This is an optimization exercise on Yosys and OpenROAD, whose aim is small area, a short achievable clock period and few clock cycles per item, not a production implementation. Only simulation tests tie the RTL to the original design; equivalence was not proved.

## run 1
// keccak_miner_core
module keccak_miner_core
(
  input  logic          clk,
  input  logic          arst_n,
  input  logic          start,
  input  logic [607:0]  header,
  input  logic [31:0]   nonce,
  input  logic [63:0]   target,
  output logic          busy,
  output logic          done,
  output logic          match,
  output logic [255:0]  digest
);
For scale: ~2000 flip-flops, roughly 970 I/O pins, about 110000 sq um of cells after synthesis.
==> flow/config.mk <==
export PLATFORM = sky130hd
export DESIGN_NAME = keccak_miner_core
export DESIGN_NICKNAME = keccak_miner_core
export VERILOG_FILES = /design/flow/design.v
export SDC_FILE = /design/flow/constraint.sdc
export NUM_CORES = 4
export LEC_CHECK = 0
export CAP_MARGIN = 40
export CORE_MARGIN = 2
export CORE_UTILIZATION = 45
export SETUP_SLACK_MARGIN = 1.8
export SLEW_MARGIN = 40
==> flow/constraint.sdc <==
create_clock -name core_clock -period 5.0 [get_ports {clk}]
set_input_delay 1.0000 -clock core_clock [delete_from_list [all_inputs] [get_ports {clk}]]
set_output_delay 1.0000 -clock core_clock [all_outputs]
set_load 0.01 [all_outputs]
standard.sh (not shown) runs the stock make flow with config.mk's settings and CLKGATE_MAP_FILE= SYNTH_SCRIPT=/design/flow/synth_recipe.tcl, a recipe that flattens the netlist after the stock synthesis.
==> flow/flow/run.sh <==
#!/bin/bash
# The standard layout, with every input and output port buffered by the
# smallest buffer cell instead of the one buffer_ports picks by default.
set -euo pipefail
export BUFFER_PORTS_ARGS="-buffer_cell sky130_fd_sc_hd__buf_1"
bash standard.sh > standard_flow.log 2>&1
Testbench counts of run 1, summed over its fixed seeds: cycles 4,632, items 192.
The following lists how run 2 was set up differently from run 1:
Settings: CTS_CLUSTER_DIAMETER: unset -> 90; CTS_CLUSTER_SIZE: unset -> 22; CAP_MARGIN: 40 -> 30; SLEW_MARGIN: 40 -> 30; SETUP_SLACK_MARGIN: 1.8 -> 2.4.
### Flow results
Run 2 and run 1 all finish clean.
Per the comparison of run 2 with run 1, timing-limited maximum frequency rose 48 MHz; count of clock-buffer cells in the layout fell 41%; worst setup slack rose 0.48 ns; final cell count without fillers rose 7.7%; footprint of the flip-flops and latches rose 830 sq um.
Diff run 1 -> run 2: post-route fraction of the period consumed by the critical path moved down.
For run 1, the end point of the critical path was perm0.state_q[617], unlike run 2, where it was perm0.state_q[192].
[inputs] run 3 vs run 2
Settings: SETUP_SLACK_MARGIN now 2.0, was 2.4.
Notes after the runs:
The final layouts of run 3 and run 2 pass the timing, design-rule and antenna checks.
Routed wire in run 3 totals less than in run 2.
The launch point of the critical path comes out perm0.state_q[1560] in one run and perm0.state_q[606] in the other, namely in run 2 and run 3 respectively.
Relative to run 2, run 3 improves final worst hold slack.
On cell area, run 2 loses to run 3.
Changes observed in run 3 relative to run 2: upper clock frequency limit lost 11%; critical path depth shows a reduction of 1; share of flip-flops with an asynchronous set or reset after synthesis closely matched the old numbers.
Run 3 vs. run 2: clock tree cell share of total cell area went up by 0.57 points.
Comparing the two runs side by side, run 3 comes out ahead of run 2 on via count.
Edits applied to the flow inputs when going from run 3 to run 4:
Settings: SETUP_SLACK_MARGIN: 2.0 -> 2.2.
Results
Run 4 | status: complete | timing, DRC, antenna: pass. Reported for run 3 and run 4, instance count of the mapped netlist turned out identical to the last digit. The library cell contributing the largest single delay on the critical path comes out sky130_fd_sc_hd__xnor2_2 in one run and sky130_fd_sc_hd__xnor2_4 in the other, namely in run 4 and run 3 respectively. In the metrics for run 3 and run 4, the one carrying the higher critical path depth is run 4. Maximum clock rate: run 4 better than run 3.
## Diff of input files: run 5 against run 4
Settings: SETUP_SLACK_MARGIN changed from 2.2 to 1.8.
--- outcome ---
From run 4 to run 5 the numbers moved as follows: worst-margin pin slew down 0.079 ns; critical path depth fell by 1; final clock period utilization by the worst path up 6.6 points.
Run 5 against run 4: layout-stage area growth over the synthesis result down 15 points; worst slack on hold paths now smaller.
Setup changes, run 5 to run 6
Settings: CORE_UTILIZATION changed from 45 to 50; SETUP_SLACK_MARGIN changed from 1.8 to 2.2; CTS_CLUSTER_SIZE removed (was 22); CTS_CLUSTER_DIAMETER removed (was 90).
Findings:
- Compared with run 5, in run 6 worst reg2reg path depth up 1; average via count per standard cell up about 5%.
- Die width was higher in run 5 than in run 6.
- The cell count reported for run 6 is greater than that of run 5 by 379.
- Comparing run 6 and run 5, the higher routed wire length is on run 5.
- Cell area (run 6 / run 5): 1.14
- On run 6: initial standard-cell utilization of the core is 4.9 points higher than what run 5 gave.
- In run 6 relative to run 5, total number of vias had gone up by a little under 10%.
- Worst relative slew slack ends up lower on run 5.
- Run 5 has lower buffer share of cell area than run 6.
- | layout-stage area growth over the synthesis result | higher: run 6 |


Another version of the RTL of keccak_miner_core (not shown whole).
Size: roughly 11,000 cells after synthesis, ~2,000 flip-flops.
// keccak_miner_core
module keccak_miner_core
(
  input  logic          clk,
  input  logic          arst_n,
  input  logic          start,
  input  logic [607:0]  header,
  input  logic [31:0]   nonce,
  input  logic [63:0]   target,
  output logic          busy,
  output logic          done,
  output logic          match,
  output logic [255:0]  digest
);
export LEC_CHECK = 0
export CAP_MARGIN = 20
export CORE_MARGIN = 2
export CORE_UTILIZATION = 45
export SETUP_SLACK_MARGIN = 2.2
export SLEW_MARGIN = 20
create_clock -name core_clock -period 5.0 [get_ports {clk}]
Scripts as last shown in full above: flow/flow/run.sh
Testbench counts at the start, summed over its fixed seeds: cycles 4,632, items 192.
Edit:
Settings changed: SETUP_SLACK_MARGIN 2.2 to 1.8.
The new run ran to the end with violations: capacitance limit, slew limit. Synthesized cell count stays the same. Wire length is lower by about 1.3%. Via count fell by about 3%. Cell count fell by 3.3%. Flip-flop and latch count does not change. Design area goes down by 11%. Core utilization fell by 7.2 points. Area after synthesis is unchanged.


== oak ==
Another version of the RTL of keccak_miner_core (not shown whole).
Size in the first run: roughly 11,000 cells after synthesis, roughly 970 I/O pins, ~120,000 um2 of cells after synthesis.
export LEC_CHECK = 0
export CAP_MARGIN = 20
export CORE_MARGIN = 2
export CORE_UTILIZATION = 45
export SETUP_SLACK_MARGIN = 1.8
export SLEW_MARGIN = 20
create_clock -name core_clock -period 5.0 [get_ports {clk}]
Scripts as last shown in full above: flow/flow/run.sh
Testbench counts of oak, summed over its fixed seeds: cycles 4,616, items 192.
Here is what was changed in the inputs of pine compared with oak.
==> flow/run.sh (new file) <==
#!/bin/bash
# synth_recipe.tcl (not shown) runs the flow's synth.tcl, then flattens the netlist and writes it again
# the make line also repeats each setting of config.mk as NAME=value (left out here)
make -C /OpenROAD-flow-scripts/flow DESIGN_CONFIG=/design/flow/config.mk WORK_HOME=/design/flow/orfs CLKGATE_MAP_FILE= SYNTH_SCRIPT=/design/flow/synth_recipe.tcl finish
removed: flow/flow/run.sh
removed: flow/standard.sh
## What came out
Relative to oak, the count of plain and timing-repair buffers measured on pine has increased slightly.
Relative to oak, routability-driven placement congestion ratio has increased by about 2.7% in pine.
Diff oak -> pine | total length of routed met2 wires | up slightly
Maximum clock skew at final layout: oak vs pine — no meaningful difference

## separate check: timing with driven ports
In the flow no input, the clock included, has a driving cell. The finished layouts below were timed again as built, in two steps.
Step 1 sets driving cells, clkbuf_16 on the clock port and buf_2 on the other inputs (assumed; they add their load-dependent delay and slew).
Step 2 adds t to the input delays and takes it off the output delays; t is the mean of the earliest and latest rising clock arrival at the registers after step 1. Input paths then give back, and output paths get back, about the clock's delay inside the block.
Three values: ideal, step 1, step 2; two values: the first two.
| run | t (ns) | setup slack, ns | hold WS [ns] |
|---|---|---|---|
| run 1 | 1.034 | 1.574 / 1.574 / 1.574 | 0.097 / 0.005 / 0.310 |
| run 2 | 1.018 | 2.055 / 2.055 / 2.055 | 0.099 / 0.008 / 0.347 |
| run 3 | 0.976 | 1.708 / 1.708 / 1.708 | 0.145 / 0.057 / 0.343 |
| run 4 | 0.980 | 1.877 / 1.877 / 1.877 | 0.163 / 0.078 / 0.341 |
| run 5 | 0.980 | 1.545 / 1.545 / 1.545 | 0.139 / 0.049 / 0.343 |
| run 6 | 1.065 | 1.901 / 1.901 / 1.901 | 0.038 / -0.049 / 0.315 |
| the first run of note 2 | 1.024 | 1.966 / 1.966 / 1.966 | 0.173 / 0.083 / 0.322 |
| the second run of note 2 | 1.037 | 1.413 / 1.413 / 1.413 | 0.029 / 0.030 / 0.336 |
| oak | 1.011 | 1.286 / 1.286 / 1.286 | 0.232 / 0.148 / 0.355 |
| pine | 1.032 | 0.663 / 0.663 / 0.663 | 0.357 / 0.357 / 0.357 |
